Source: an optimization exercise on an open RTL-to-GDS flow (aim: small area). Production flows keep margins and buffers that such runs may drop. Only simulation tests tie the RTL to the original design; equivalence was not proved. Power figures rest on the tool's default switching activity, not on a simulated workload.

==> flow/design.v <==
package mips_pkg;
    localparam int DATA_WIDTH = 32;
    localparam int ADDR_WIDTH = 5;
    localparam int NUM_REGS   = 32;
    localparam logic [ADDR_WIDTH-1:0] REG_ZERO = 5'd0;
    typedef logic [DATA_WIDTH-1:0] word_t;
    typedef logic [ADDR_WIDTH-1:0] reg_idx_t;
endpackage
module rf_read_port (
    input  logic [mips_pkg::NUM_REGS-1:0][mips_pkg::DATA_WIDTH-1:0] regs,
    input  mips_pkg::reg_idx_t idx,
    input  mips_pkg::reg_idx_t wa,
    input  mips_pkg::word_t    wd,
    input  logic               we,
    output mips_pkg::word_t    q
);
    assign q = (idx == mips_pkg::REG_ZERO) ? '0 : (we && wa == idx) ? wd : regs[idx];
endmodule
module register_file (
    input  logic               clk,
    input  logic               rst,
    input  mips_pkg::word_t    din,
    input  logic               writeBack,
    input  mips_pkg::reg_idx_t rd,
    input  mips_pkg::reg_idx_t rs,
    input  mips_pkg::reg_idx_t rt,
    output mips_pkg::word_t    regA,
    output mips_pkg::word_t    regB
);
    logic [mips_pkg::NUM_REGS-1:0][mips_pkg::DATA_WIDTH-1:0] regs;
    logic  we;
    assign we = writeBack && rst && (rd != mips_pkg::REG_ZERO);
    always_ff @(posedge clk or negedge rst) begin
        if (!rst) begin
            for (int i = 0; i < mips_pkg::NUM_REGS; i++) regs[i] <= '0;
        end else if (we) begin
            regs[rd] <= din;
        end
    end
    rf_read_port u_port_a (.regs(regs), .idx(rs), .wa(rd), .wd(din), .we(we), .q(regA));
    rf_read_port u_port_b (.regs(regs), .idx(rt), .wa(rd), .wd(din), .we(we), .q(regB));
endmodule
==> flow/run.sh <==
#!/bin/bash
# synth_recipe.tcl (not shown) runs the flow's synth.tcl, then flattens the netlist and writes it again
# the make line also repeats each setting of config.mk as NAME=value (left out here)
make -C /OpenROAD-flow-scripts/flow DESIGN_CONFIG=/design/flow/config.mk WORK_HOME=/design/flow/orfs CLKGATE_MAP_FILE= SYNTH_SCRIPT=/design/flow/synth_recipe.tcl finish
==> flow/config.mk <==
export PLATFORM = sky130hd
export DESIGN_NAME = register_file
export DESIGN_NICKNAME = register_file
export VERILOG_FILES = /design/flow/design.v
export SDC_FILE = /design/flow/constraint.sdc
export NUM_CORES = 4
export LEC_CHECK = 0
export CAP_MARGIN = 20
export CORE_MARGIN = 2
export CORE_UTILIZATION = 45
export PLACE_DENSITY = 0.6
export SLEW_MARGIN = 20
==> flow/constraint.sdc <==
create_clock -name core_clock -period 6.5 [get_ports {clk}]
set_input_delay 1.3000 -clock core_clock [delete_from_list [all_inputs] [get_ports {clk}]]
set_output_delay 1.3000 -clock core_clock [all_outputs]
set_load 0.01 [all_outputs]
==> results.json, run 1 <==
{
  "status": "finished clean",
  "ys_seq_area_frac": 0.4718,
  "finalClockSkew_ns": 0,
  "grt_pass1_wl_mm": 305.2,
  "clkSinkCount": 1024,
  "design.die.area_um2": 123500,
  "routedWlPerCell_um": 33.70,
  "synth_cells": 4714,
  "syn2layout_area_growth_pct": 11.72,
  "clock.fmax_mhz": 157.6,
  "synth.area.top_cells": "dfrtp_1, mux4_2, a22o_1",
  "path_max_fanout": 11,
  "finalSetupViolCount": 0,
  "worstPathArrival_ns": 5.04,
  "io_buffers": 113,
  "finish.utilization": 0.5064,
  "synth_cell_types": 68,
  "fin_nets": 4643,
  "ctsLongestPathBuffers": 3,
  "drive_above_1_share": 0.1874,
  "drc": 0,
  "r2r_start": "regs[483]",
  "synth_area_um2": 54310,
  "p_switching_mw": 5.417,
  "ant_nets": 0,
  "largest_reg_flops": 1024,
  "via_count": 42550,
  "hold_class": "flop to flop",
  "synth_top_area_cell": "dfrtp_1",
  "power.leakage_nw": 26.72,
  "fp.dieH_um": 351.4,
  "post_cts_buffers": 0,
  "design_area_um2": 60680,
  "die_x_um": 351.4,
  "syn_nets": 4766,
  "grt-ovfl-total": 0,
  "totalWireLength_mm": 212.2,
  "layoutNonFillerInstCount": 6297,
  "grt_max_degree": 164,
  "synth_top_area_share": 0.4718,
  "rsz0062_at_grt": "no",
  "grt_pass1_vias": 41480,
  "async_reset_ff_frac": 1.000,
  "antenna_found_initial": 6,
  "intPower_mw": 13.18,
  "largestRegisters": "regs: 1024 flops",
  "place_inst": 6091,
  "crit_path_end_kind": "output pin",
  "cts-hold-fix-buffers": 0,
  "placed_cell_area_um2": 56790,
  "min_from": "regs[7]",
  "setup.worst_path.start_class": "primary input",
  "tritoncts": "done",
  "hold_viol": 0,
  "start_util": 0.4533,
  "powerDensity_nw_per_um2": 306.5,
  "required_ns": 5.20,
  "routabilityCongestion": 0.9168,
  "cts-root-buf": "clkbuf_16",
  "slew_viol_final": 0,
  "avgSynthCellArea_um2": 11.52,
  "track_usage": 0.3439,
  "drt_iter0_markers": 5719,
  "dp_hpwl_mm": 126.0,
  "p_clk_frac": 0.364,
  "max_cap_violations": 0,
  "clkTransAtPathRegs_ns": 0.05,
  "viasPerCell": 6.757,
  "yosysWarnings": 1,
  "dr.pass1.iters": 5,
  "vdd_drop_max_v": 0.0002387,
  "r2r_slack_ns": 5.70,
  "cts_resized": 0,
  "post-route-min-period_ns": 6.345,
  "pwr-share-comb": 0.193,
  "tightest_slew_ns": 1.210,
  "ios": 114,
  "startpoint": "rd[0]",
  "rows": 127,
  "numCtsBuffers": 108,
  "p_sw_frac": 0.2913,
  "ys_ff_latch": 1024,
  "timing.final.crit_share": 0.9761,
  "htreeDepth": 3,
  "max_slew_margin": 0.1934,
  "clk_latency_ns": 0.72,
  "largest_register": "regs",
  "crit_type": "primary input to output pin",
  "ys.flop_type": "dfrtp_1",
  "whs_ns": 0.3967,
  "core_area_um2": 119800,
  "setup_tns_ns": 0,
  "synth_edf_count": 0,
  "pwr-share-seq": 0.443
}
## power by group through the flow
stage | combinational (mW) | clock (mW) | sequential (mW)
6_report | 3.58 | 6.77 | 8.25
5_1_grt | 3.86 | 7.04 | 8.36
4_1_cts | 3.54 | 6.79 | 8.20
3_5_place_dp | 3.53 | 0 | 8.30
3_3_place_gp | 3.47 | 0 | 8.26
2_1_floorplan | 2.49 | 0 | 8.05
## cell type report
cell class | instances | area (um^2)
antenna | 1 | 2.502
clock buffer | 167 | 3358
clock inverter | 36 | 486.7
fill | 10660 | 59130
inverter | 12 | 47.55
multi-input combinational | 3161 | 26370
sequential | 1024 | 25620
tap | 1612 | 2017
timing repair buffer | 284 | 2773
## synth_stat cells, drive strengths merged (3+ instances only)
| cell type | n |
|---|---|
| and3 | 15 |
| a211oi | 17 |
| clkbuf | 320 |
| mux4 | 389 |
| a22oi | 61 |
| inv | 10 |
| a211o | 7 |
| o211ai | 21 |
| o22ai | 16 |
| nor3b | 4 |
| nand2 | 775 |
| nor3 | 18 |
| o31ai | 6 |
| a221o | 55 |
| a31oi | 23 |
| mux2i | 309 |
| nand3b | 3 |
| a21oi | 67 |
| a22o | 371 |
| nor2b | 10 |
| nor2 | 85 |
| nand3 | 22 |
| dfrtp | 1024 |
| nor4 | 5 |
| o21ai | 660 |
| a221oi | 83 |
| mux2 | 47 |
| or2 | 8 |
| nand2b | 12 |
| buf | 197 |
| and2 | 36 |
| xor2 | 11 |
## worst paths after layout
kind	endpoint	cells after the start
max	regB[25]	13
max reg2reg	regs[483]	1
min	regs[7]	0
max in group asynchronous	regs[893]	4
min reg2reg	regs[7]	0
min in group asynchronous	regs[939]	1
## stage by stage
| step | total power, mW | setup WS [ns] |
|---|---|---|
| after CTS | 18.53 | 0.1892 |
| final | 18.60 | 0.1553 |
| after floorplan | 10.54 | 1.568 |
| after global placement | 11.72 | 0.2358 |
| after global routing | 19.26 | 0.03855 |
| after detailed placement | 11.84 | 0.2114 |
## cell families after synthesis
| group | after synthesis | synth area share |
|---|---|---|
| AO/OA/AOI/OAI | 1400 | 0.1728 |
| flip-flops | 1024 | 0.4718 |
| AND/OR/NAND/NOR | 1002 | 0.07616 |
| multiplexers | 745 | 0.2280 |
| buffers and inverters | 529 | 0.04884 |
| XOR/XNOR | 12 | 0.001935 |
| adder cells (fa/ha/maj) | 2 | 0.0004607 |
## per-layer routing
metal,vias to the layer above,share of wire,global-route usage
met5,-,0.00066,0.004317
met3,651,0.12,0.1051
met2,2664,0.43,0.5027
li1,17480,-,-
met1,21740,0.38,0.4589
met4,12,0.061,0.1865
## cell usage in the layout (no fill, tap or decap), types with 38 or more instances in the layout
| cell | n |
|---|---|
| o21ai_1 | 72 |
| clkbuf_16 | 111 |
| clkdlybuf4s50_1 | 102 |
| mux4_2 | 389 |
| o21ai_0 | 588 |
| buf_4 | 146 |
| a21oi_1 | 66 |
| a22oi_1 | 61 |
| nand2_1 | 747 |
| dfrtp_1 | 1024 |
| clkbuf_8 | 38 |
| mux2_2 | 47 |
| a221o_1 | 55 |
| a221oi_1 | 81 |
| nor2_1 | 67 |
| a22o_1 | 371 |
| mux2i_1 | 309 |
## worst max-delay path, cell delays in order
cell and delay, ns:
clkdlybuf4s50_1 0.43, inv_1 0.09, ha_1 0.20, nor3b_1 0.40
ha_1 0.34, nand3b_1 0.34, nor2_1 0.10, nand3_1 0.19
nand2b_2 0.30, nor2_2 0.36, buf_4 0.24, a221o_1 0.19
clkdlybuf4s50_1 0.55
==> run 2: changes to the inputs <==
==> flow/design.v (replaced) <==
package mips_pkg;
    localparam int DATA_WIDTH = 32;
    localparam int ADDR_WIDTH = 5;
    localparam int NUM_REGS   = 32;
    localparam logic [ADDR_WIDTH-1:0] REG_ZERO = 5'd0;
    typedef logic [DATA_WIDTH-1:0] word_t;
    typedef logic [ADDR_WIDTH-1:0] reg_idx_t;
endpackage
module rf_read_bit (
    input  logic [mips_pkg::NUM_REGS-1:0] sel,
    input  logic [mips_pkg::NUM_REGS-1:0] d,
    output logic                          q
);
    localparam int N = mips_pkg::NUM_REGS;
    localparam int G = N / 3;            
    logic [G:0] y;                       
    logic [2:0] z;                       
    for (genvar g = 0; g < G; g++) begin : g_grp
        rf_aoi222 u_aoi (.a(sel[3*g +: 3]), .b(d[3*g +: 3]), .y(y[g]));
    end
    rf_aoi22 u_tail (.a(sel[N-1:3*G]), .b(d[N-1:3*G]), .y(y[G]));
    rf_and4 u_z0 (.a(y[3:0]), .y(z[0]));
    rf_and4 u_z1 (.a(y[7:4]), .y(z[1]));
    rf_and3 u_z2 (.a(y[10:8]), .y(z[2]));
    assign q = ~&z;
endmodule
module rf_and4 (
    input  logic [3:0] a,
    output logic       y
);
    assign y = &a;
endmodule
module rf_and3 (
    input  logic [2:0] a,
    output logic       y
);
    assign y = &a;
endmodule
module rf_aoi222 (
    input  logic [2:0] a,
    input  logic [2:0] b,
    output logic       y
);
    assign y = ~|(a & b);
endmodule
module rf_aoi22 (
    input  logic [1:0] a,
    input  logic [1:0] b,
    output logic       y
);
    assign y = ~|(a & b);
endmodule
module rf_bit_next (
    input  logic sel,
    input  logic hold,
    input  logic wd,
    input  logic q,
    output logic d
);
    assign d = ~((hold | wd) & (sel | q));
endmodule
module register_file (
    input  logic               clk,
    input  logic               rst,
    input  mips_pkg::word_t    din,
    input  logic               writeBack,
    input  mips_pkg::reg_idx_t rd,
    input  mips_pkg::reg_idx_t rs,
    input  mips_pkg::reg_idx_t rt,
    output mips_pkg::word_t    regA,
    output mips_pkg::word_t    regB
);
    localparam int N = mips_pkg::NUM_REGS;
    localparam int W = mips_pkg::DATA_WIDTH;
    logic [N-1:0][W-1:0] mem, mem_d;
    logic [N-1:0] valid;
    logic [N-1:0] wsel, rsel, tsel, selA, selB;
    logic         we, phase;
    mips_pkg::word_t din_p, rawA, rawB;
    assign we = writeBack && rst && (rd != mips_pkg::REG_ZERO);
    always_comb begin
        for (int i = 0; i < N; i++) begin
            wsel[i] = (i != 0) && we && (rd == i);
            rsel[i] = (rs == i);
            tsel[i] = (rt == i);
        end
    end
    always_ff @(posedge clk or negedge rst) begin
        if (!rst) begin
            valid <= '0;
            phase <= 1'b0;
        end else begin
            valid <= valid | wsel;
            phase <= ~phase;
        end
    end
    assign din_p = din ^ {W{phase}};
    for (genvar g = 1; g < N; g++) begin : g_word
        for (genvar b = 0; b < W; b++) begin : g_bit
            rf_bit_next u_next (.sel(wsel[g]), .hold(~wsel[g]), .wd(din_p[b]), .q(mem[g][b]), .d(mem_d[g][b]));
        end
    end
    always_ff @(posedge clk) begin
        for (int i = 1; i < N; i++) mem[i] <= mem_d[i];
    end
    assign selA[0] = we && (rd == rs);
    assign selB[0] = we && (rd == rt);
    assign selA[N-1:1] = rsel[N-1:1] & valid[N-1:1] & ~wsel[N-1:1];
    assign selB[N-1:1] = tsel[N-1:1] & valid[N-1:1] & ~wsel[N-1:1];
    for (genvar b = 0; b < W; b++) begin : g_read
        logic [N-1:0] col;
        always_comb begin
            col[0] = din[b];
            for (int i = 1; i < N; i++) col[i] = mem[i][b];
        end
        rf_read_bit u_a (.sel(selA), .d(col), .q(rawA[b]));
        rf_read_bit u_b (.sel(selB), .d(col), .q(rawB[b]));
    end
    assign regA = rawA ^ {W{phase & |selA[N-1:1]}};
    assign regB = rawB ^ {W{phase & |selB[N-1:1]}};
endmodule
==> flow/config.mk (replaced) <==
export PLATFORM = sky130hd
export DESIGN_NAME = register_file
export DESIGN_NICKNAME = register_file
export VERILOG_FILES = /design/flow/design.v
export SDC_FILE = /design/flow/constraint.sdc
export NUM_CORES = 4
export LEC_CHECK = 0
export CAP_MARGIN = 10
export CORE_MARGIN = 2
export CORE_UTILIZATION = 55
export PLACE_DENSITY = 0.65
export SLEW_MARGIN = 10
export SYNTH_HIERARCHICAL = 1
==> results.json, run 2 <==
{
  "synth.area.mux_share": 0,
  "syn_nets": 3428,
  "place_ws_ns": -0.03192,
  "path_max_fanout": 13,
  "tightest_slew_ns": 1.357,
  "ctsLongestPathBuffers": 3,
  "final_cell_mix": "o22ai_1, dfxtp_1, a222oi_1",
  "max_cap_violations": 0,
  "largest_register": "mem",
  "numCtsBuffers": 103,
  "clk_latency_ns": 0.67,
  "finish.utilization": 0.6911,
  "grt-ovfl-total": 0,
  "hold_end": "mem[806]",
  "power.leakage_nw": 16.65,
  "synth_fa_ha_area_frac": 0,
  "core_area_um2": 69790,
  "syn2layout_area_growth_pct": 25.02,
  "grt_max_degree": 35,
  "ff2ff_path_depth": 4,
  "die_x_um": 268.8,
  "dr.pass1.iters": 14,
  "crit-reg2reg-capture": "mem[590]",
  "p_switching_mw": 4.609,
  "finalSetupViolCount": 18,
  "design.die.area_um2": 72280,
  "synth_area_um2": 38580,
  "pwr-share-seq": 0.497,
  "post-route-min-period_ns": 6.611,
  "routabilityCongestion": 1.044,
  "largest_reg_flops": 992,
  "via_count": 43370,
  "synth-compound-area-share": 0.3511,
  "crit_path_end_kind": "output pin",
  "holdPathStages": 1,
  "vdd_drop_max_v": 0.0002642,
  "power_mw": 16.83,
  "r2r_start": "phase",
  "totalWireLength_mm": 198.4,
  "synth-simple-area-share": 0.08144,
  "synth_edf_count": 0,
  "layoutNonFillerInstCount": 4937,
  "crit_type": "primary input to output pin",
  "synth_xor_area_frac": 0.02407,
  "p_sw_frac": 0.2739,
  "start_util": 0.5528,
  "synth_top_area_cell": "dfxtp_1",
  "ios": 114,
  "fin_ws_ns": -0.1109,
  "clkSinkCount": 1024,
  "slew_viol_final": 0,
  "async_reset_ff_frac": 0.03125,
  "drive_above_1_share": 0.1833,
  "hold_viol": 0,
  "finalClockSkew_ns": 0.02194,
  "intPower_mw": 12.22,
  "largestRegisters": "mem: 992 flops, valid: 31 flops, phase: 1 flops",
  "synth_cell_types": 42,
  "dp_hpwl_mm": 121.2,
  "ys.flop_type": "dfxtp_1",
  "ys_ff_latch": 1024,
  "placed_cell_area_um2": 44490,
  "drc": 0,
  "synth.area.top_cells": "dfxtp_1, a222oi_1, o22ai_1",
  "fp.dieH_um": 268.8,
  "so_faults": "setup timing",
  "synth_cells": 3378,
  "yosysWarnings": 7,
  "status": "failed layout checks",
  "track_usage": 0.5277,
  "worstPathArrival_ns": 5.31,
  "p_clk_frac": 0.377,
  "hold_class": "flop to flop",
  "required_ns": 5.20,
  "synth_commonest_cells": "dfxtp_1, o22ai_1, a222oi_1, and4_1, nand3_1",
  "routedWlPerCell_um": 40.18,
  "fin_nets": 3961,
  "ant_nets": 0,
  "avgSynthCellArea_um2": 11.42,
  "grt_pass1_vias": 41910,
  "design_area_um2": 48230,
  "powerDensity_nw_per_um2": 348.9,
  "viasPerCell": 8.784,
  "r2r_slack_ns": 3.52,
  "max_slew_margin": 0.09058,
  "clock.fmax_mhz": 151.3,
  "timing.final.crit_share": 1.017,
  "place_inst": 4743,
  "pwr-share-comb": 0.127,
  "htreeDepth": 3,
  "whs_ns": 0.4714,
  "setup_tns_ns": -0.5559,
  "tritoncts": "done",
  "rows": 97,
  "antenna_found_initial": 13,
  "grt_pass1_wl_mm": 280.4,
  "synth_top_area_share": 0.5148,
  "clkTransAtPathRegs_ns": 0.06,
  "drt_iter0_markers": 12250,
  "min_from": "mem[806]",
  "cts-root-buf": "clkbuf_16",
  "synth_top_family_by_area": "compound AO/OA/AOI/OAI gates",
  "io_buffers": 113,
  "setup.worst_path.start_class": "primary input",
  "ys_seq_area_frac": 0.5355
}
## run 2: cell types whose count changed after synthesis, sizes merged, moves of 83 or more
cell	delta
dfrtp	-992
clkbuf	-302
a221oi	-83
a22o	-371
mux2i	-309
o22ai	+976
o21ai	-655
buf	-184
a222oi	+640
dfxtp	+992
and4	+139
mux4	-389
nand2	-748
## run 2: layout make-up
cell class                 count  area [um^2]
clock inverter                37        498.0
fill                        5214        21550
multi-input combinational   2290        18540
antenna                        4        10.01
clock buffer                 150         3099
inverter                      33        123.9
sequential                  1024        20660
timing repair buffer         459         4124
tap                          940         1176
## run 2: modules after synthesis, one instance, submodules excluded
module / cells / cell area (um^2) / flops+latches
rf_aoi22: 1 / 12.51 / 0
rf_and3: 1 / 6.256 / 0
rf_read_bit: 1 / 5.005 / 0
rf_aoi222: 1 / 10.01 / 0
register_file: 1426 / 23320 / 1024
rf_bit_next: 1 / 6.256 / 0
rf_and4: 1 / 8.758 / 0
## run 2: power by group through the flow
stage | logic, mW | registers, mW | clock network (mW)
6_report | 2.13 | 8.36 | 6.34
5_1_grt | 2.22 | 8.46 | 6.56
4_1_cts | 2.04 | 8.30 | 6.29
3_5_place_dp | 2.03 | 8.40 | 0
3_3_place_gp | 1.95 | 8.32 | 0
2_1_floorplan | 1.17 | 8.17 | 0
## run 2: routing by layer
layer	routed length (um)	up-vias	track usage
li1	-	16640	-
met1	66430	20460	0.6444
met2	76340	4875	0.7061
met3	38460	1366	0.2790
met4	16860	26	0.3668
met5	295	-	0.01486
## run 2: worst max-delay path, cell delays in order
cell and delay (ns):
clkdlybuf4s50_1 0.57, nor2_1 0.33, nand2_1 0.17, buf_4 0.19, nor3_2 0.85, buf_4 0.41
a222oi_1 0.12, and4_1 0.41, nand3_1 0.24, xnor2_1 0.15, clkdlybuf4s50_1 0.56
## run 2: cells by family (layout without fill, tap and decap cells)
family,Yosys count,in the layout
xor+xnor,106,106
other cells,0,4
compound gates,1713,1713
flops,1024,1024
buf+inv,64,679
simple gates,471,471
## run 2: what timing repair did
action / 4_1_cts / 5_1_grt
pin swaps: 0 / 6
hold buffers: 0 / 0
endpoints found under the setup margin: 16 / 63
setup buffers: 0 / 2
resized for setup: 3 / 29
## run 2: worst max-delay path by stage
stage	startpoint	endpoint	slack [ns]	cells after the start
6_report	rt[3]	regB[20]	-0.11	11
5_1_grt	rd[1]	regB[16]	-0.01	12
4_1_cts	rd[0]	regA[18]	-0.001	11
3_5_place_dp	rd[0]	regA[14]	-0.03	12
3_3_place_gp	rd[0]	regA[6]	-0.12	12
2_1_floorplan	rs[0]	regA[0]	0.02	8
==> run 3: changes to the inputs <==
==> flow/flow/run.sh (new file) <==
#!/bin/bash
# The standard layout (standard.sh, unchanged synthesis and steps), with two
# changes passed to ORFS through its own variables:
#  - port buffers use buf_2 instead of the buffer buffer_ports picks itself;
#  - clock tree synthesis inserts no dummy loads.
# Each run's full output goes to a log file in the work folder; ORFS keeps each
# tool's own log under orfs/logs/.
set -euo pipefail
export BUFFER_PORTS_ARGS="-buffer_cell sky130_fd_sc_hd__buf_2"
export CTS_ARGS="-sink_clustering_enable -repair_clock_nets -dont_use_dummy_load"
bash standard.sh > standard_flow.log 2>&1
==> flow/standard.sh (new file) <==
#!/bin/bash
# synth_recipe.tcl (not shown) runs the flow's synth.tcl, then flattens the netlist and writes it again
# the make line also repeats each setting of config.mk as NAME=value (left out here)
make -C /OpenROAD-flow-scripts/flow DESIGN_CONFIG=/design/flow/config.mk WORK_HOME=/design/flow/orfs CLKGATE_MAP_FILE= SYNTH_SCRIPT=/design/flow/synth_recipe.tcl "${@:-finish}"
removed: flow/run.sh
==> results.json, run 3 <==
{
  "rsz0062_at_grt": "no",
  "clock.fmax_mhz": 163.7,
  "crit_type": "primary input to output pin",
  "grt_pass1_vias": 39980,
  "max_slew_margin": 0.1018,
  "ant_nets": 0,
  "htreeDepth": 3,
  "synth_cells": 3378,
  "max_cap_violations": 0,
  "largest_register": "mem",
  "grt_max_degree": 35,
  "synth.area.top_cells": "dfxtp_1, a222oi_1, o22ai_1",
  "power.leakage_nw": 15.30,
  "largest_reg_flops": 992,
  "start_util": 0.5528,
  "fin_nets": 3813,
  "multi_input_area_um2": 18450,
  "post_cts_buffers": 0,
  "setup.worst_path.start_class": "primary input",
  "status": "finished clean",
  "ys.flop_type": "dfxtp_1",
  "core_area_um2": 69790,
  "tritoncts": "done",
  "fp.dieH_um": 268.8,
  "vdd_drop_max_v": 0.0002770,
  "design.die.area_um2": 72280,
  "totalWireLength_mm": 189.9,
  "required_ns": 5.20,
  "synth_top_area_share": 0.5148,
  "largestRegisters": "mem: 992 flops, valid: 31 flops, phase: 1 flops",
  "grt-ovfl-total": 0,
  "numCtsBuffers": 103,
  "syn_nets": 3428,
  "final-seq-area_um2": 20660,
  "synth_top_area_cell": "dfxtp_1",
  "ys_seq_area_frac": 0.5355,
  "routabilityCongestion": 1.042,
  "finalClockSkew_ns": 0.05388,
  "startpoint": "rd[1]",
  "whs_ns": 0.4726,
  "clkSinkCount": 1024,
  "clkTransAtPathRegs_ns": 0.05,
  "rows": 97,
  "synth_commonest_cells": "dfxtp_1, o22ai_1, a222oi_1, and4_1, nand3_1",
  "routedWlPerCell_um": 40.33,
  "drc": 0,
  "hold_viol": 0,
  "dr.pass1.iters": 15,
  "post-route-min-period_ns": 6.107,
  "drt_iter0_markers": 10680,
  "tightest_slew_ns": 1.340,
  "viasPerCell": 8.886,
  "async_reset_ff_frac": 0.03125,
  "synth_area_um2": 38580,
  "powerDensity_nw_per_um2": 339.9,
  "slew_viol_final": 0,
  "grt_pass1_wl_mm": 268.1,
  "synth_edf_count": 0,
  "yosysWarnings": 7,
  "drive_above_1_share": 0.1614,
  "min_from": "valid[30]",
  "power_mw": 15.33,
  "place_ws_ns": 0.6017,
  "fillers": 5410,
  "antenna_found_initial": 11,
  "syn2layout_area_growth_pct": 16.87,
  "synth_cell_types": 42,
  "fin_ws_ns": 0.3931,
  "die_x_um": 268.8,
  "cts-root-buf": "clkbuf_16",
  "clk_latency_ns": 0.67,
  "dp_hpwl_mm": 114.7,
  "crit_path_end_kind": "output pin",
  "r2r_start": "phase",
  "ios": 114,
  "timing.final.crit_share": 0.9395,
  "hold_class": "flop to flop",
  "final_cell_mix": "o22ai_1, dfxtp_1, a222oi_1",
  "track_usage": 0.5033,
  "cts_resized": 0,
  "setup_tns_ns": 0,
  "path_max_fanout": 20,
  "via_count": 41830,
  "worstPathArrival_ns": 4.81,
  "finalSetupViolCount": 0,
  "ys_ff_latch": 1024,
  "avgSynthCellArea_um2": 11.42,
  "ctsLongestPathBuffers": 3,
  "io_buffers": 113,
  "cts-hold-fix-buffers": 0
}
[run 3: cell counts after synthesis]
Identical to the previous run, type by type.
[run 3: power breakdown]
| part | switching (mW) | internal, mW |
|---|---|---|
| sequential | 0.933 | 7.42 |
| clock | 2.34 | 2.76 |
| combinational | 1.05 | 0.821 |
[run 3: final timing paths]
kind,to,slack (ns),depth (start not counted)
max in group asynchronous,valid[20],5.23,2
setup reg to reg,mem[400],3.86,4
setup / recovery,regB[20],0.39,11
min in group asynchronous,valid[31],0.50,1
hold reg to reg,valid[30],0.47,1
hold / removal,valid[30],0.47,1
[run 3: cell families (layout without fill, tap and decap cells)]
logic type	after synthesis	in the layout	share of synthesized area
AO/OA/AOI/OAI	1713	1713	0.3511
XOR/XNOR	106	106	0.02407
buffers and inverters	64	447	0.007914
flip-flops	1024	1024	0.5355
other	0	6	0
AND/OR/NAND/NOR	471	471	0.08144
[run 3: cell type report]
cell class              count  area share
clock buffers             103     0.05717
diodes                      6   0.0003330
repair buffers            311     0.04607
inverters                  33    0.002747
flip-flops and latches   1024      0.4583
multi-input cells        2290      0.4093
well taps                 940     0.02609
[run 3: critical path, cell delays in order]
cell and delay [ns]:
buf_2 0.22, nand2b_1 0.51, nor3_4 0.15, nor4_4 0.96, buf_4 0.40, nor4_1 0.11, nand4_1 0.27, o21ai_4 0.10
buf_4 0.34, xnor2_1 0.25, buf_2 0.17
[run 3: through the flow]
| step | util | std cells | instance area [um^2] |
|---|---|---|---|
| finish | 0.6461 | 4707 | 45090 |
| floorplan | - | 3378 | 38740 |
| CTS | 0.6457 | 4700 | 45060 |
| global placement | 0.6088 | 4597 | 42490 |
| global route | 0.6459 | 4703 | 45080 |
| detailed placement | 0.6088 | 4597 | 42490 |
[run 3: Yosys stat by module (local to each module, per instance)]
| module | cells | cell area (um^2) |
|---|---|---|
| rf_and4 | 1 | 8.758 |
| rf_and3 | 1 | 6.256 |
| rf_aoi222 | 1 | 10.01 |
| rf_read_bit | 1 | 5.005 |
| rf_bit_next | 1 | 6.256 |
| rf_aoi22 | 1 | 12.51 |
| register_file | 1426 | 23320 |
[run 3: layer usage]
layer / track usage / up-vias / wire [um]
li1: - / 16230 / -
met1: 0.6027 / 19920 / 62250
met2: 0.7000 / 4474 / 75330
met3: 0.2197 / 1190 / 33270
met4: 0.4027 / 8 / 18960
met5: 0.001351 / - / 40
==> run 4: changes to the inputs <==
==> flow/flow/run.sh (replaced) <==
#!/bin/bash
# The standard layout (standard.sh, unchanged synthesis and steps), with changes
# passed to ORFS through its own variables:
#  - port buffers use buf_2 instead of the buffer buffer_ports picks itself;
#  - clock tree synthesis inserts no dummy loads and clusters sinks into
#    larger groups driven by clkbuf_8.
# The run's full output goes to standard_flow.log in the work folder; ORFS keeps
# each tool's own log under orfs/logs/.
set -euo pipefail
export BUFFER_PORTS_ARGS="-buffer_cell sky130_fd_sc_hd__buf_2"
export CTS_ARGS="-sink_clustering_enable -repair_clock_nets -dont_use_dummy_load -sink_clustering_size 14 -sink_clustering_max_diameter 60 -buf_list sky130_fd_sc_hd__clkbuf_8"
bash standard.sh > standard_flow.log 2>&1
==> results.json, run 4 <==
{
  "syn_nets": 3428,
  "die_x_um": 268.8,
  "synth_cells": 3378,
  "hold_viol": 0,
  "fp.dieH_um": 268.8,
  "status": "finished clean",
  "core_area_um2": 69790,
  "post_cts_buffers": 0,
  "largest_register": "mem",
  "clkSinkCount": 1024,
  "synth_area_um2": 38580,
  "crit-reg2reg-capture": "mem[393]",
  "routedWlPerCell_um": 40.32,
  "whs_ns": 0.4168,
  "drc": 0,
  "final_cell_mix": "o22ai_1, dfxtp_1, a222oi_1",
  "hold_class": "primary input to async pin",
  "rsz0062_at_grt": "no",
  "ys_seq_area_frac": 0.5355,
  "track_usage": 0.5012,
  "dp_hpwl_mm": 114.7,
  "antenna_found_initial": 11,
  "largestRegisters": "mem: 992 flops, valid: 31 flops, phase: 1 flops",
  "r2r_slack_ns": 3.88,
  "ctsLongestPathBuffers": 3,
  "slew_viol_final": 0,
  "drive_above_1_share": 0.1571,
  "synth_top_area_share": 0.5148,
  "largest_reg_flops": 992,
  "async_reset_ff_frac": 0.03125,
  "synth_edf_count": 0,
  "synth_top_area_cell": "dfxtp_1",
  "placed_cell_area_um2": 42490,
  "place_ws_ns": 0.6017,
  "post-route-min-period_ns": 6.164,
  "htreeDepth": 3,
  "ant_nets": 0,
  "setup_tns_ns": 0,
  "ys_ff_latch": 1024,
  "power.leakage_nw": 14.63,
  "setup.worst_path.start_class": "primary input",
  "clk_latency_ns": 0.76,
  "grt_pass1_vias": 39880,
  "design_area_um2": 43670,
  "avgSynthCellArea_um2": 11.42,
  "max_slew_margin": 0.07980,
  "totalWireLength_mm": 189.2,
  "timing.final.crit_share": 0.9483,
  "fin_ws_ns": 0.3361,
  "yosysWarnings": 7,
  "grt_pass1_wl_mm": 267.2,
  "finalSetupViolCount": 0,
  "cts-hold-fix-buffers": 0,
  "ios": 114,
  "synth_cell_types": 42,
  "powerDensity_nw_per_um2": 308.3,
  "worstPathArrival_ns": 4.86,
  "via_count": 41550,
  "viasPerCell": 8.855,
  "rows": 97,
  "routabilityCongestion": 1.042,
  "grt-ovfl-total": 0,
  "finalClockSkew_ns": 0.04668,
  "tightest_slew_ns": 1.373,
  "ys.flop_type": "dfxtp_1",
  "required_ns": 5.20,
  "grt_max_degree": 35,
  "path_max_fanout": 13,
  "r2r_start": "phase",
  "synth_commonest_cells": "dfxtp_1, o22ai_1, a222oi_1, and4_1, nand3_1",
  "fin_nets": 3794,
  "cts_resized": 0,
  "max_cap_violations": 0,
  "drt_iter0_markers": 10380,
  "design.die.area_um2": 72280,
  "syn2layout_area_growth_pct": 13.21,
  "tritoncts": "done",
  "vdd_drop_max_v": 0.0002241,
  "numCtsBuffers": 84,
  "crit_path_end_kind": "output pin",
  "cts-root-buf": "clkbuf_8",
  "dr.pass1.iters": 14,
  "ff2ff_path_depth": 4,
  "start_util": 0.5528,
  "crit_type": "primary input to output pin",
  "clock.fmax_mhz": 162.2,
  "synth.area.top_cells": "dfxtp_1, a222oi_1, o22ai_1",
  "clkTransAtPathRegs_ns": 0.10,
  "io_buffers": 113
}
run 4: cell counts after synthesis:
Identical to the previous run, type by type.
run 4: layout make-up:
class,instances,area (um^2)
Tap cell,940,1176
Sequential cell,1024,20660
Fill cell,5595,26110
Inverter,33,123.9
Antenna cell,10,25.02
Clock buffer,84,1156
Timing Repair Buffer,311,2077
Multi-Input combinational cell,2290,18450
run 4: metal layers:
layer | GRT usage | vias up | wire, um
met5 | 0.001351 | - | 33
met4 | 0.3829 | 6 | 17830
met3 | 0.2234 | 1107 | 33290
met2 | 0.7009 | 4302 | 75360
met1 | 0.6011 | 19930 | 62660
li1 | - | 16210 | -
run 4: logic make-up (layout without fill, tap and decap cells):
group | Yosys count | after routing | share of synthesized area
flip-flops | 1024 | 1024 | 0.5355
buffers and inverters | 64 | 428 | 0.007914
other | 0 | 10 | 0
XOR/XNOR | 106 | 106 | 0.02407
AO/OA/AOI/OAI | 1713 | 1713 | 0.3511
AND/OR/NAND/NOR | 471 | 471 | 0.08144
run 4: power breakdown:
part           switching, mW  total (mW)  internal (mW)
Sequential             0.931        8.34           7.41
Combinational           1.05        1.87          0.821
Clock                   2.10        3.25           1.16
Total                   4.08        13.5           9.39
run 4: worst max-delay path, stage by stage:
cell      delay, ns
buf_2          0.22
nand2b_1       0.52
nor3_4         0.15
nor4_4         0.98
buf_4          0.39
nor4_1         0.10
nand4_1        0.26
o21ai_4        0.10
xnor2_1        0.57
buf_2          0.25
run 4: modules after synthesis, one instance, submodules excluded:
module         flip-flops and latches  cells inside
rf_and4                             0             1
rf_aoi22                            0             1
rf_bit_next                         0             1
rf_and3                             0             1
register_file                    1024          1426
rf_read_bit                         0             1
rf_aoi222                           0             1
run 4: metrics by stage:
stage / total power [mW] / utilization / cells
3_5_place_dp: 10.20 / 0.6088 / 4597
4_1_cts: 13.28 / 0.6254 / 4681
3_3_place_gp: 10.04 / 0.6088 / 4597
6_report: 13.46 / 0.6258 / 4692
5_1_grt: 13.85 / 0.6256 / 4686
2_1_floorplan: 9.344 / - / 3378
run 4: worst max path at each step:
| stage | from | to | cells past startpoint |
|---|---|---|---|
| detailed placement | rd[1] | regB[5] | 11 |
| global placement | rd[1] | regB[3] | 11 |
| global route | rd[1] | regA[15] | 10 |
| floorplan | rs[0] | regA[0] | 8 |
| finish | rd[1] | regB[0] | 10 |
| CTS | rd[1] | regB[20] | 11 |
==> run 5: changes to the inputs <==
==> flow/flow/run.sh (replaced) <==
#!/bin/bash
# The standard layout (standard.sh, unchanged synthesis and steps), with changes
# passed to ORFS through its own variables:
#  - port buffers use buf_2 instead of the buffer buffer_ports picks itself;
#  - clock tree synthesis inserts no dummy loads and clusters sinks into
#    larger groups driven by clkbuf_8;
#  - after global routing, ORFS's power recovery (repair_timing -recover_power)
#    downsizes gates on paths with positive slack.
# The run's full output goes to standard_flow.log in the work folder; ORFS keeps
# each tool's own log under orfs/logs/.
set -euo pipefail
export BUFFER_PORTS_ARGS="-buffer_cell sky130_fd_sc_hd__buf_2"
export CTS_ARGS="-sink_clustering_enable -repair_clock_nets -dont_use_dummy_load -sink_clustering_size 16 -sink_clustering_max_diameter 60 -buf_list sky130_fd_sc_hd__clkbuf_8"
export RECOVER_POWER=100
bash standard.sh > standard_flow.log 2>&1
==> results.json, run 5 <==
{
  "layoutNonFillerInstCount": 4680,
  "clk_latency_ns": 0.74,
  "largest_reg_flops": 992,
  "largest_register": "mem",
  "grt_pass1_wl_mm": 266.3,
  "vdd_drop_max_v": 0.0002191,
  "ctsLongestPathBuffers": 3,
  "ys_seq_area_frac": 0.5355,
  "routedWlPerCell_um": 40.26,
  "hold_class": "primary input to async pin",
  "status": "failed layout checks",
  "so_faults": "capacitance limit, slew limit",
  "pwr-share-seq": 0.628,
  "synth_cells": 3378,
  "max_cap_violations": 70,
  "synth.area.top_cells": "dfxtp_1, a222oi_1, o22ai_1",
  "start_util": 0.5528,
  "cts_resized": 0,
  "io_buffers": 113,
  "die_x_um": 268.8,
  "cts-hold-fix-buffers": 0,
  "via_count": 41380,
  "synth_top_area_cell": "dfxtp_1",
  "fin_ws_ns": 0.09139,
  "design.die.area_um2": 72280,
  "final_cell_mix": "o22ai_1, dfxtp_1, a222oi_1",
  "synth.area.mux_share": 0,
  "rsz0062_at_grt": "no",
  "htreeDepth": 3,
  "fp.dieH_um": 268.8,
  "synth_top_area_share": 0.5148,
  "clkSinkCount": 1024,
  "slew_viol_final": 2136,
  "crit_path_end_kind": "output pin",
  "synth_area_um2": 38580,
  "worstPathArrival_ns": 5.11,
  "synth_cell_types": 42,
  "p_sw_frac": 0.3030,
  "intPower_mw": 9.257,
  "setup_tns_ns": 0,
  "grt-ovfl-total": 0,
  "tritoncts": "done",
  "largestRegisters": "mem: 992 flops, valid: 31 flops, phase: 1 flops",
  "crit_type": "primary input to output pin",
  "totalWireLength_mm": 188.4,
  "synth-simple-area-share": 0.08144,
  "max_slew_margin": -1.267,
  "post-route-min-period_ns": 6.409,
  "finalClockSkew_ns": 0.05578,
  "finalSetupViolCount": 0,
  "grt_max_degree": 35,
  "required_ns": 5.20,
  "rows": 97,
  "dp_hpwl_mm": 114.7,
  "ys.flop_type": "dfxtp_1",
  "timing.final.crit_share": 0.9859,
  "place_ws_ns": 0.6017,
  "viasPerCell": 8.842,
  "tightest_slew_ns": 3.388,
  "power.leakage_nw": 14.05,
  "drt_iter0_markers": 10690,
  "fin_nets": 3786,
  "cts-root-buf": "clkbuf_8",
  "clkTransAtPathRegs_ns": 0.10,
  "place_inst": 4597,
  "synth_xor_area_frac": 0.02407,
  "ant_nets": 0,
  "yosysWarnings": 7,
  "pwr-share-comb": 0.137,
  "path_max_fanout": 22,
  "antenna_found_initial": 14,
  "dr.pass1.iters": 13,
  "synth_fa_ha_area_frac": 0,
  "numCtsBuffers": 77,
  "p_clk_frac": 0.235,
  "avgSynthCellArea_um2": 11.42,
  "synth_edf_count": 0,
  "p_switching_mw": 4.024,
  "setup.worst_path.start_class": "primary input",
  "grt_pass1_vias": 39650,
  "hold_viol": 0,
  "routabilityCongestion": 1.042,
  "ios": 114,
  "drive_above_1_share": 0.1138,
  "clock.fmax_mhz": 156.0,
  "track_usage": 0.4997,
  "core_area_um2": 69790,
  "syn_nets": 3428,
  "synth-compound-area-share": 0.3511,
  "async_reset_ff_frac": 0.03125,
  "synth_top_family_by_area": "compound AO/OA/AOI/OAI gates",
  "post_cts_buffers": 0,
  "synth_commonest_cells": "dfxtp_1, o22ai_1, a222oi_1, and4_1, nand3_1",
  "powerDensity_nw_per_um2": 308.5,
  "ys_ff_latch": 1024,
  "syn2layout_area_growth_pct": 11.57,
  "drc": 0
}
[run 5: cell count changes in the layout (fill, tap and decap cells not counted), moves of 4 or more]
cell | before | now
clkbuf_8 | 84 | 77
nor3_4 | 17 | 10
clkbuf_1 | 0 | 131
nand3_2 | 6 | 1
buf_4 | 196 | 119
nand3_1 | 73 | 78
nor3_1 | 4 | 13
buf_2 | 113 | 57
diode_2 | 10 | 6
[run 5: worst paths after layout]
path,end,slack (ns),cells after the start,startpoint
worst max register to register,mem[434],0.27,4,phase
worst min-delay path,valid[16],0.42,1,rst
worst max-delay path,regB[11],0.09,10,rt[0]
min in group core_clock,valid[30],0.47,1,valid[30]
max in group asynchronous,valid[20],4.12,2,rst
worst min register to register,valid[30],0.47,1,valid[30]
[run 5: critical path, cell delays in order]
cell      delay [ns]
buf_2           0.27
nand3b_1        0.38
nor3_2          1.09
clkbuf_2        0.79
nor4_1          0.12
nand4_1         0.19
o21ai_4         0.10
buf_4           0.41
xnor2_1         0.25
clkbuf_1        0.18
[run 5: logic make-up (layout without fill, tap and decap cells)]
family                    count (synthesis)  count (layout)
and+or+nand+nor                         471             471
AOI/OAI and AO/OA                      1713            1713
other                                     0               6
xor gates and xnor gates                106             106
DFF                                    1024            1024
buffers and inverters                    64             420
[run 5: final cells by class]
type                            instances  area [um^2]
Fill cell                            5694        26740
Sequential cell                      1024        20660
Multi-Input combinational cell       2290        18290
Antenna cell                            6        15.01
Tap cell                              940         1176
Clock buffer                           77         1060
Timing Repair Buffer                  310         1715
Inverter                               33        123.9
[run 5: routing by layer]
| layer | global-route usage | up-vias | share of wire |
|---|---|---|---|
| li1 | - | 16190 | - |
| met1 | 0.6053 | 19700 | 0.33 |
| met2 | 0.6953 | 4345 | 0.40 |
| met3 | 0.2073 | 1137 | 0.17 |
| met4 | 0.3997 | 16 | 0.099 |
| met5 | 0 | - | 0.0019 |
[run 5: metrics by stage]
| stage | util | hold WS (ns) | instance area [um^2] | power, mW |
|---|---|---|---|---|
| final | 0.6168 | 0.4244 | 43040 | 13.28 |
| after global routing | 0.6167 | 0.4077 | 43040 | 13.67 |
| after CTS | 0.6240 | 0.4080 | 43550 | 13.16 |
| after detailed placement | 0.6088 | 0.4533 | 42490 | 10.20 |
| after global placement | 0.6088 | 0.4492 | 42490 | 10.04 |
| after floorplan | - | 0.4275 | 38740 | 9.344 |
[run 5: power groups by stage]
stage,clock [mW],sequential (mW),combinational (mW)
floorplan,0,8.17,1.17
global placement,0,8.33,1.71
detailed placement,0,8.41,1.80
CTS,3.09,8.28,1.79
global route,3.31,8.45,1.91
finish,3.12,8.34,1.82
[run 5: Yosys stat by module, one instance, submodules excluded]
| module | cell area, um^2 | times used |
|---|---|---|
| register_file | 23320 | 1 |
| rf_aoi22 | 12.51 | 64 |
| rf_aoi222 | 10.01 | 640 |
| rf_and4 | 8.758 | 128 |
| rf_and3 | 6.256 | 64 |
| rf_bit_next | 6.256 | 992 |
| rf_read_bit | 5.005 | 64 |
==> run 6: changes to the inputs <==
==> flow/flow/run.sh (replaced) <==
#!/bin/bash
# The standard layout (standard.sh, unchanged synthesis and steps), with changes
# passed to ORFS through its own variables:
#  - port buffers use buf_2 instead of the buffer buffer_ports picks itself;
#  - clock tree synthesis inserts no dummy loads and clusters sinks into
#    larger groups driven by clkbuf_8;
#  - before global placement, flow/downsize.tcl starts the logic gates that
#    synthesis sized up at drive strength 1 (placement's repair still resizes
#    and buffers them, and repair_timing sizes critical ones back up).
# The run's full output goes to standard_flow.log in the work folder; ORFS keeps
# each tool's own log under orfs/logs/ (the sizing step's in 3_3_place_gp.log).
set -euo pipefail
export BUFFER_PORTS_ARGS="-buffer_cell sky130_fd_sc_hd__buf_2"
export CTS_ARGS="-sink_clustering_enable -repair_clock_nets -dont_use_dummy_load -sink_clustering_size 16 -sink_clustering_max_diameter 60 -buf_list sky130_fd_sc_hd__clkbuf_8"
export PRE_GLOBAL_PLACE_TCL="$(pwd)/flow/downsize.tcl"
bash standard.sh > standard_flow.log 2>&1
==> flow/flow/downsize.tcl (new file) <==
set n 0
foreach inst [[ord::get_db_block] getInsts] {
  set m [[$inst getMaster] getName]
  if {[regexp {^sky130_fd_sc_hd__((nor|nand|or|and|a|o)[0-9a-z]*)_(2|4)$} $m -> base]} {
    set to sky130_fd_sc_hd__${base}_1
    if {[llength [get_lib_cells $to]] == 0} continue
    replace_cell [get_cells [$inst getName]] $to
    incr n
  }
}
puts "downsize.tcl: resized $n instances to drive strength 1"
--- a/flow/config.mk
+++ b/flow/config.mk
@@ -9,5 +9,6 @@
 export CORE_MARGIN = 2
 export CORE_UTILIZATION = 55
 export PLACE_DENSITY = 0.65
+export SETUP_SLACK_MARGIN = 0.3
 export SLEW_MARGIN = 10
 export SYNTH_HIERARCHICAL = 1
==> results.json, run 6 <==
{
  "async_reset_ff_frac": 0.03125,
  "io_buffers": 113,
  "setup.worst_path.start_class": "primary input",
  "pwr-share-comb": 0.142,
  "totalWireLength_mm": 197.4,
  "clkTransAtPathRegs_ns": 0.06,
  "setup_tns_ns": 0,
  "max_slew_margin": 0.2154,
  "avgSynthCellArea_um2": 11.42,
  "ctsLongestPathBuffers": 3,
  "path_max_fanout": 35,
  "power.leakage_nw": 14.37,
  "clock.fmax_mhz": 164.5,
  "rows": 97,
  "power_mw": 13.31,
  "ys_seq_area_frac": 0.5355,
  "worstPathArrival_ns": 4.78,
  "cpLargestDelayFamily": "simple AND/OR/NAND/NOR gates",
  "cts-hold-fix-buffers": 0,
  "drt_iter0_markers": 11020,
  "tritoncts": "done",
  "crit_type": "primary input to output pin",
  "path_buf_inv": 4,
  "synth_area_um2": 38580,
  "p_sw_frac": 0.3020,
  "synth_cells": 3378,
  "status": "finished clean",
  "antenna_found_initial": 6,
  "cts-root-buf": "clkbuf_8",
  "finalSetupViolCount": 0,
  "largest_reg_flops": 992,
  "cpMaxStageDelayCell": "and4_1",
  "hold_viol": 0,
  "synth_commonest_cells": "dfxtp_1, o22ai_1, a222oi_1, and4_1, nand3_1",
  "grt_max_degree": 36,
  "final_cell_mix": "o22ai_1, dfxtp_1, a222oi_1",
  "routedWlPerCell_um": 42.29,
  "timing.final.crit_share": 0.9351,
  "core_area_um2": 69790,
  "drc": 0,
  "crit_path_end_kind": "output pin",
  "synth_top_area_cell": "dfxtp_1",
  "start_util": 0.5528,
  "drive_above_1_share": 0.1297,
  "grt_pass1_wl_mm": 276.5,
  "finalClockSkew_ns": 0.04175,
  "max_stage_delay_ns": 0.48,
  "routabilityCongestion": 1.087,
  "rsz0062_at_grt": "no",
  "max_cap_violations": 0,
  "r2r_slack_ns": 3.96,
  "clkSinkCount": 1024,
  "clk_latency_ns": 0.70,
  "synth_edf_count": 0,
  "fp.dieH_um": 268.8,
  "hold_class": "primary input to async pin",
  "intPower_mw": 9.290,
  "fin_nets": 3777,
  "numCtsBuffers": 77,
  "largest_register": "mem",
  "p_switching_mw": 4.019,
  "synth_cell_types": 42,
  "largestRegisters": "mem: 992 flops, valid: 31 flops, phase: 1 flops",
  "post_cts_buffers": 0,
  "grt_pass1_vias": 39820,
  "synth.area.top_cells": "dfxtp_1, a222oi_1, o22ai_1",
  "slew_viol_final": 0,
  "crit_path_cell_trace": "buf_2 > nor2b_1 > nand3_2 > buf_4 > and4_1 > buf_4 > a222oi_1 > and4_1 > nand3_1 > xnor2_1 > buf_2",
  "grt-ovfl-total": 0,
  "syn2layout_area_growth_pct": 11.43,
  "design.die.area_um2": 72280,
  "via_count": 41860,
  "viasPerCell": 8.967,
  "dr.pass1.iters": 14,
  "ant_nets": 0,
  "ios": 114,
  "track_usage": 0.5229,
  "dp_hpwl_mm": 116.2,
  "cts_resized": 0,
  "required_ns": 5.20,
  "pwr-share-seq": 0.624,
  "tightest_slew_ns": 1.167,
  "die_x_um": 268.8,
  "syn_nets": 3428,
  "synth_top_area_share": 0.5148,
  "yosysWarnings": 7,
  "htreeDepth": 3,
  "p_clk_frac": 0.234,
  "ys.flop_type": "dfxtp_1",
  "powerDensity_nw_per_um2": 309.6,
  "ys_ff_latch": 1024,
  "vdd_drop_max_v": 0.0001972,
  "post-route-min-period_ns": 6.078
}
run 6: final timing paths:
kind / startpoint / cells past startpoint / end
setup / recovery: rd[1] / 11 / regB[2]
max in group asynchronous: rst / 2 / valid[22]
min in group core_clock: mem[414] / 1 / mem[414]
hold reg to reg: mem[414] / 1 / mem[414]
hold / removal: rst / 1 / valid[26]
setup reg to reg: phase / 4 / mem[791]
run 6: power by group through the flow:
stage | Clock (mW) | Combinational (mW) | Sequential (mW)
after floorplan | 0 | 1.17 | 8.17
after global routing | 3.30 | 1.97 | 8.41
after CTS | 3.08 | 1.80 | 8.25
after global placement | 0 | 1.71 | 8.29
after detailed placement | 0 | 1.80 | 8.37
final | 3.12 | 1.89 | 8.30
run 6: kinds of logic after synthesis:
family                    Yosys count  share of synthesized area
xor gates and xnor gates          106                    0.02407
buffers and inverters              64                   0.007914
DFF                              1024                     0.5355
and+or+nand+nor                   471                    0.08144
AOI/OAI and AO/OA                1713                     0.3511
run 6: worst register-to-register path, delay by kind of cell, from the launching register on:
kind	cells	cell delay, ns
buf+inv	2	1.12
flops	1	0.83
xor+xnor	1	0.23
compound gates	1	0.23
run 6: per-layer routing:
layer | part of all wire | vias to the layer above | GRT usage
met1 | 0.33 | 19910 | 0.6367
li1 | - | 16130 | -
met3 | 0.19 | 1171 | 0.2536
met2 | 0.39 | 4638 | 0.7056
met4 | 0.094 | 12 | 0.3950
met5 | 0.00054 | - | 0.005405
run 6: layout make-up:
cell class | count | area, um^2
inverters | 33 | 123.9
repair buffers | 301 | 2067
clock buffers | 77 | 1060
fillers | 5713 | 26800
multi-input cells | 2290 | 17890
well taps | 940 | 1176
diodes | 3 | 7.507
flip-flops and latches | 1024 | 20660
run 6: per-module statistics from Yosys (local to each module, per instance):
module | cells inside | flip-flops and latches | copies in the design | cell area (um^2)
rf_and3 | 1 | 0 | 64 | 6.256
register_file | 1426 | 1024 | 1 | 23320
rf_bit_next | 1 | 0 | 992 | 6.256
rf_read_bit | 1 | 0 | 64 | 5.005
rf_aoi22 | 1 | 0 | 64 | 12.51
rf_and4 | 1 | 0 | 128 | 8.758
rf_aoi222 | 1 | 0 | 640 | 10.01
run 6: stage by stage:
stage	worst slack, ns	utilization	hold slack [ns]	cell area [um^2]	std cells
after floorplan	0.2152	-	0.4275	38790	3378
after global placement	0.2257	0.5998	0.4477	41860	4585
after detailed placement	0.4921	0.6002	0.4582	41890	4586
after CTS	0.4595	0.6154	0.4325	42940	4663
after global routing	0.3538	0.6160	0.4589	42990	4667
final	0.4218	0.6160	0.4592	42990	4668
==> run 7: changes to the inputs <==
--- a/flow/flow/run.sh
+++ b/flow/flow/run.sh
@@ -11,6 +11,6 @@
 # each tool's own log under orfs/logs/ (the sizing step's in 3_3_place_gp.log).
 set -euo pipefail
 export BUFFER_PORTS_ARGS="-buffer_cell sky130_fd_sc_hd__buf_2"
-export CTS_ARGS="-sink_clustering_enable -repair_clock_nets -dont_use_dummy_load -sink_clustering_size 16 -sink_clustering_max_diameter 60 -buf_list sky130_fd_sc_hd__clkbuf_8"
+export CTS_ARGS="-sink_clustering_enable -repair_clock_nets -dont_use_dummy_load -sink_clustering_size 14 -sink_clustering_max_diameter 60 -buf_list sky130_fd_sc_hd__clkbuf_8"
 export PRE_GLOBAL_PLACE_TCL="$(pwd)/flow/downsize.tcl"
 bash standard.sh > standard_flow.log 2>&1
==> results.json, run 7 <==
{
  "status": "finished clean",
  "place_ws_ns": 0.4921,
  "tritoncts": "done",
  "crit_type": "primary input to output pin",
  "synth_edf_count": 0,
  "cts-root-buf": "clkbuf_8",
  "timing.final.crit_share": 0.9449,
  "dp_hpwl_mm": 116.2,
  "fillers": 5719,
  "synth.area.top_cells": "dfxtp_1, a222oi_1, o22ai_1",
  "ctsLongestPathBuffers": 3,
  "largest_register": "mem",
  "post_cts_buffers": 0,
  "finalClockSkew_ns": 0.05191,
  "viasPerCell": 8.990,
  "required_ns": 5.20,
  "slew_viol_final": 0,
  "drive_above_1_share": 0.1308,
  "tightest_slew_ns": 1.324,
  "ant_nets": 0,
  "start_util": 0.5528,
  "synth_cells": 3378,
  "grt_pass1_wl_mm": 276.7,
  "largest_reg_flops": 992,
  "vdd_drop_max_v": 0.0001924,
  "grt-ovfl-total": 0,
  "hold_viol": 0,
  "crit_path_end_kind": "output pin",
  "grt_max_degree": 36,
  "grt_pass1_vias": 39970,
  "synth_commonest_cells": "dfxtp_1, o22ai_1, a222oi_1, and4_1, nand3_1",
  "powerDensity_nw_per_um2": 311.8,
  "rows": 97,
  "max_slew_margin": 0.1119,
  "fin_ws_ns": 0.3579,
  "synth_top_area_share": 0.5148,
  "antenna_found_initial": 10,
  "layoutNonFillerInstCount": 4676,
  "worstPathArrival_ns": 4.84,
  "drt_iter0_markers": 10990,
  "finalSetupViolCount": 0,
  "ys_ff_latch": 1024,
  "largestRegisters": "mem: 992 flops, valid: 31 flops, phase: 1 flops",
  "ios": 114,
  "dr.pass1.iters": 11,
  "routabilityCongestion": 1.087,
  "core_area_um2": 69790,
  "clk_latency_ns": 0.74,
  "setup_tns_ns": 0,
  "post-route-min-period_ns": 6.142,
  "max_cap_violations": 0,
  "avgSynthCellArea_um2": 11.42,
  "design.die.area_um2": 72280,
  "track_usage": 0.5232,
  "io_buffers": 113,
  "setup.worst_path.start_class": "primary input",
  "numCtsBuffers": 84,
  "syn_nets": 3428,
  "fin_nets": 3782,
  "drc": 0,
  "clock.fmax_mhz": 162.8,
  "fp.dieH_um": 268.8,
  "power.leakage_nw": 14.40,
  "clkSinkCount": 1024,
  "cts_resized": 0,
  "totalWireLength_mm": 197.9,
  "ys.flop_type": "dfxtp_1",
  "die_x_um": 268.8,
  "final_cell_mix": "o22ai_1, dfxtp_1, a222oi_1",
  "hold_class": "primary input to async pin",
  "synth_cell_types": 42,
  "routedWlPerCell_um": 42.33,
  "rsz0062_at_grt": "no",
  "finish.utilization": 0.6170,
  "synth_top_area_cell": "dfxtp_1",
  "cts-hold-fix-buffers": 0,
  "async_reset_ff_frac": 0.03125,
  "synth_area_um2": 38580,
  "via_count": 42040,
  "ys_seq_area_frac": 0.5355,
  "place_inst": 4586,
  "htreeDepth": 3,
  "path_max_fanout": 13,
  "syn2layout_area_growth_pct": 11.61,
  "yosysWarnings": 7,
  "clkTransAtPathRegs_ns": 0.06
}
## run 7: changes by cell type in the layout (fill, tap and decap cells not counted), sizes merged
cell	previous run	this run
buf	301	299
clkbuf	77	84
diode	3	6
inv	33	32
clkinv	0	1
## run 7: path summary, 6_finish.rpt
check	startpoint	slack, ns	end	cells past startpoint
hold / removal	rst	0.46	valid[25]	1
hold reg to reg	mem[152]	0.48	mem[152]	1
setup reg to reg	phase	3.98	mem[791]	4
max in group asynchronous	rst	5.37	valid[14]	2
min in group core_clock	mem[152]	0.48	mem[152]	1
setup / recovery	rd[4]	0.36	regA[16]	12
## run 7: where the power goes
part / leakage (nW) / internal, mW / switching (mW)
Combinational: 4.72 / 0.811 / 1.08
Sequential: 9.08 / 7.41 / 0.891
Clock: 0.604 / 1.16 / 2.08
## run 7: cells by family after synthesis
kind of cell	synth area share
compound gates	0.3511
flops	0.5355
simple gates	0.08144
xor+xnor	0.02407
buf+inv	0.007914
## run 7: per-stage QoR
stage	total power [mW]	hold slack (ns)	cell area (um^2)
floorplan	9.347	0.4275	38790
global placement	10.00	0.4477	41860
detailed placement	10.17	0.4582	41890
CTS	13.25	0.4477	43040
global route	13.80	0.4688	43050
finish	13.43	0.4613	43060
## run 7: per-layer routing
layer | vias up | wire [um] | track usage
li1 | 16160 | - | -
met1 | 19990 | 64780 | 0.6343
met2 | 4704 | 77050 | 0.7065
met3 | 1177 | 37660 | 0.2551
met4 | 12 | 18200 | 0.3941
met5 | - | 239 | 0.03041
## run 7: layout make-up
cell class / count / area, um^2 / area share
flip-flops and latches: 1024 / 20660 / 0.4799
multi-input cells: 2290 / 17890 / 0.4155
repair buffers: 299 / 2032 / 0.04719
well taps: 940 / 1176 / 0.02732
clock buffers: 84 / 1156 / 0.02685
inverters: 33 / 123.9 / 0.002877
diodes: 6 / 15.01 / 0.0003487
## run 7: Yosys stat by module, one instance, submodules excluded
module         cells inside  flops+latches  cell area (um^2)  copies in the design
rf_and3                   1              0             6.256                    64
rf_aoi222                 1              0             10.01                   640
rf_bit_next               1              0             6.256                   992
rf_read_bit               1              0             5.005                    64
register_file          1426           1024             23320                     1
rf_and4                   1              0             8.758                   128
rf_aoi22                  1              0             12.51                    64
## run 7: worst max-delay path: stages
cell      delay, ns
buf_2          0.14
nand3b_1       0.41
buf_4          0.30
nor3_2         0.40
nor3_2         0.11
nor4_1         0.29
nand4_1        0.24
o21ai_4        0.75
buf_16         0.25
buf_4          0.29
xnor2_1        0.17
buf_2          0.16
==> run 8: changes to the inputs <==
--- a/flow/flow/run.sh
+++ b/flow/flow/run.sh
@@ -4,9 +4,8 @@
 #  - port buffers use buf_2 instead of the buffer buffer_ports picks itself;
 #  - clock tree synthesis inserts no dummy loads and clusters sinks into
 #    larger groups driven by clkbuf_8;
-#  - before global placement, flow/downsize.tcl starts the logic gates that
-#    synthesis sized up at drive strength 1 (placement's repair still resizes
-#    and buffers them, and repair_timing sizes critical ones back up).
+#  - before global placement, flow/downsize.tcl starts two gate types that
+#    synthesis sized up at drive strength 1 (placement's repair still resizes).
 # The run's full output goes to standard_flow.log in the work folder; ORFS keeps
 # each tool's own log under orfs/logs/ (the sizing step's in 3_3_place_gp.log).
 set -euo pipefail
==> flow/flow/downsize.tcl (replaced) <==
# Sizing step before global placement: synthesis maps the last two-pair AOI of
# each read bit to a22oi_2 and the write-data XORs to xor2_2 for the load it
# assumes at a module port; start them at drive strength 1 instead. Placement's
# own repair_design and repair_timing still resize or buffer any of them that
# need it.
set n 0
foreach inst [[ord::get_db_block] getInsts] {
  set m [[$inst getMaster] getName]
  if {$m eq "sky130_fd_sc_hd__a22oi_2"} {
    replace_cell [get_cells [$inst getName]] sky130_fd_sc_hd__a22oi_1
    incr n
  } elseif {$m eq "sky130_fd_sc_hd__xor2_2"} {
    replace_cell [get_cells [$inst getName]] sky130_fd_sc_hd__xor2_1
    incr n
  }
}
puts "downsize.tcl: resized $n instances to drive strength 1"
--- a/flow/config.mk
+++ b/flow/config.mk
@@ -9,6 +9,5 @@
 export CORE_MARGIN = 2
 export CORE_UTILIZATION = 55
 export PLACE_DENSITY = 0.65
-export SETUP_SLACK_MARGIN = 0.3
 export SLEW_MARGIN = 10
 export SYNTH_HIERARCHICAL = 1
==> results.json, run 8 <==
{
  "yosysWarnings": 7,
  "core_area_um2": 69790,
  "hold_class": "flop to flop",
  "ys_ff_latch": 1024,
  "cpLargestDelayFamily": "simple AND/OR/NAND/NOR gates",
  "path_buf_inv": 5,
  "async_reset_ff_frac": 0.03125,
  "ios": 114,
  "tightest_slew_ns": 1.498,
  "cts-hold-fix-buffers": 0,
  "viasPerCell": 8.871,
  "r2r_slack_ns": 3.50,
  "fin_ws_ns": 0.1075,
  "max_cap_violations": 1,
  "die_x_um": 268.8,
  "largest_reg_flops": 992,
  "synth_area_um2": 38580,
  "ant_nets": 0,
  "routabilityCongestion": 1.047,
  "place_inst": 4595,
  "drive_above_1_share": 0.1390,
  "clock.fmax_mhz": 156.4,
  "start_util": 0.5528,
  "worstPathArrival_ns": 5.09,
  "grt_max_degree": 35,
  "max_stage_delay_ns": 0.74,
  "vdd_drop_max_v": 0.0002352,
  "clk_latency_ns": 0.70,
  "power.leakage_nw": 14.63,
  "cts_resized": 0,
  "grt_pass1_wl_mm": 269.1,
  "synth_commonest_cells": "dfxtp_1, o22ai_1, a222oi_1, and4_1, nand3_1",
  "synth_top_area_share": 0.5148,
  "dp_hpwl_mm": 114.7,
  "clkSinkCount": 1024,
  "drc": 0,
  "holdPathStages": 1,
  "ctsLongestPathBuffers": 3,
  "setup_tns_ns": 0,
  "antenna_found_initial": 11,
  "cpMaxStageDelayCell": "o21ai_4",
  "finalClockSkew_ns": 0.07004,
  "fillers": 5673,
  "drt_iter0_markers": 10610,
  "fin_nets": 3794,
  "layoutNonFillerInstCount": 4692,
  "place_ws_ns": 0.2897,
  "totalWireLength_mm": 191.0,
  "multi_input_area_um2": 18130,
  "via_count": 41620,
  "status": "failed layout checks",
  "timing.final.crit_share": 0.9835,
  "grt_pass1_vias": 39520,
  "avgSynthCellArea_um2": 11.42,
  "ys_seq_area_frac": 0.5355,
  "synth_cells": 3378,
  "io_buffers": 113,
  "syn2layout_area_growth_pct": 12.44,
  "clkTransAtPathRegs_ns": 0.03,
  "power_mw": 13.46,
  "post-route-min-period_ns": 6.393,
  "synth.area.top_cells": "dfxtp_1, a222oi_1, o22ai_1",
  "design.die.area_um2": 72280,
  "fp.dieH_um": 268.8,
  "so_faults": "capacitance limit, slew limit",
  "crit_type": "primary input to output pin",
  "synth_edf_count": 0,
  "path_max_fanout": 33,
  "rsz0062_at_grt": "no",
  "finalSetupViolCount": 0,
  "cts-root-buf": "clkbuf_8",
  "crit_path_end_kind": "output pin",
  "ys.flop_type": "dfxtp_1",
  "final-seq-area_um2": 20660,
  "min_from": "valid[29]",
  "powerDensity_nw_per_um2": 310.3,
  "track_usage": 0.5067,
  "largest_register": "mem",
  "final_cell_mix": "o22ai_1, dfxtp_1, a222oi_1",
  "numCtsBuffers": 86,
  "required_ns": 5.20,
  "synth_cell_types": 42,
  "tritoncts": "done",
  "crit_path_cell_trace": "buf_2 > nand3_1 > buf_4 > nor3_4 > nor4b_4 > buf_4 > nor4_1 > nand4_1 > o21ai_4 > buf_4 > xnor2_1 > buf_2",
  "ff2ff_path_depth": 4,
  "htreeDepth": 3,
  "dr.pass1.iters": 14,
  "post_cts_buffers": 0,
  "synth_top_area_cell": "dfxtp_1",
  "hold_end": "valid[29]",
  "syn_nets": 3428,
  "setup.worst_path.start_class": "primary input",
  "crit_top_cell": "buf_4",
  "r2r_start": "phase",
  "grt-ovfl-total": 0,
  "hold_viol": 0,
  "routedWlPerCell_um": 40.72,
  "slew_viol_final": 1,
  "rows": 97,
  "crit-reg2reg-capture": "mem[159]",
  "largestRegisters": "mem: 992 flops, valid: 31 flops, phase: 1 flops",
  "max_slew_margin": -0.006413
}
run 8: cell counts after synthesis:
Identical to the previous run, type by type.
run 8: worst register-to-register path, delay by kind of cell (launching register included):
kind                      cells  cell delay [ns]
DFF                           1             0.87
xor gates and xnor gates      1             0.74
buffers and inverters         2             1.09
AOI/OAI and AO/OA             1             0.13
run 8: logic make-up (layout without fill, tap and decap cells):
logic type / Yosys count / count (layout) / synth area share
DFF: 1024 / 1024 / 0.5355
AOI/OAI and AO/OA: 1713 / 1713 / 0.3511
and+or+nand+nor: 471 / 471 / 0.08144
xor gates and xnor gates: 106 / 106 / 0.02407
other: 0 / 10 / 0
buffers and inverters: 64 / 428 / 0.007914
run 8: routing by layer:
metal	vias to the layer above	routed length, um	track usage
met1	19770	63150	0.6188
met3	1148	35250	0.2289
met2	4507	74660	0.6945
li1	16190	-	-
met5	-	55	0.0006757
met4	8	17930	0.3841
run 8: report_power, final:
part           leakage [nW]  total (mW)  internal, mW  switching, mW
logic                  4.93        1.87         0.811           1.06
registers              9.08        8.32          7.41          0.904
clock network         0.618        3.27          1.18           2.09
total                  14.6        13.5          9.40           4.06
run 8: cell type report:
class | count | share of cell area
flip-flops and latches | 1024 | 0.4764
well taps | 940 | 0.02711
inverters | 33 | 0.002856
clock buffers | 86 | 0.02729
diodes | 10 | 0.0005769
repair buffers | 309 | 0.04771
multi-input cells | 2290 | 0.4181
run 8: worst max path at each step:
stage / start / to / slack, ns / depth (start not counted)
floorplan: rs[0] / regA[0] / 0.02 / 8
global placement: rd[4] / regB[27] / 0.34 / 12
detailed placement: rd[4] / regB[24] / 0.29 / 12
CTS: rd[4] / regB[24] / 0.27 / 12
global route: rd[4] / regB[24] / 0.10 / 12
finish: rd[4] / regB[24] / 0.11 / 12
run 8: metrics by stage:
stage	instance area (um^2)	util	hold slack [ns]
6_report	43380	0.6216	0.4724
5_1_grt	43360	0.6214	0.4876
4_1_cts	43320	0.6208	0.4686
3_5_place_dp	42140	0.6039	0.4492
3_3_place_gp	42140	0.6039	0.4482
2_1_floorplan	38740	-	0.4275
run 8: Yosys stat by module, one instance, submodules excluded:
| module | flip-flops and latches | cells | times used |
|---|---|---|---|
| rf_aoi22 | 0 | 1 | 64 |
| register_file | 1024 | 1426 | 1 |
| rf_aoi222 | 0 | 1 | 640 |
| rf_bit_next | 0 | 1 | 992 |
| rf_and3 | 0 | 1 | 64 |
| rf_and4 | 0 | 1 | 128 |
| rf_read_bit | 0 | 1 | 64 |

==> re-timing with driven ports <==
The flow's constraints put no driver on any port. The routed layouts listed below were extracted and timed again, unchanged, in two steps. Step 1 (the two cells are an assumption about what drives the block):
set clk [get_ports {clk}]
set_driving_cell -lib_cell sky130_fd_sc_hd__clkbuf_16 $clk
set_driving_cell -lib_cell sky130_fd_sc_hd__buf_2 [delete_from_list [all_inputs] $clk]
Step 2, shift: input delay + t, output delay - t, t = (earliest + latest rising clock arrival at the registers) / 2. This alone moves slack from input paths to output paths. a / b / c = ideal / step 1 / step 2; a / b = the first two.
run | t (ns) | setup WS [ns] | worst data-port slew with drivers (ns) | pins driven straight from the clock port
run 1 | 0.802 | 0.155 / 0.129 / 0.129 | 0.11 | 1
run 2 | 0.735 | -0.111 / -0.134 / -0.134 | 0.14 | 1
run 3 | 0.722 | 0.393 / 0.276 / 0.276 | 0.12 | 1
run 4 | 0.788 | 0.336 / 0.216 / 0.216 | 0.13 | 1
run 5 | 0.787 | 0.091 / 0.008 / -0.698 | 0.13 | 1
run 6 | 0.770 | 0.422 / 0.331 / 0.331 | 0.21 | 1
run 7 | 0.769 | 0.358 / 0.248 / 0.248 | 0.21 | 1
run 8 | 0.764 | 0.107 / -0.041 / -0.041 | 0.18 | 1
The setup slack of run 5, which loses most, moves by -0.083 ns with the drivers and by -0.789 ns with both steps.
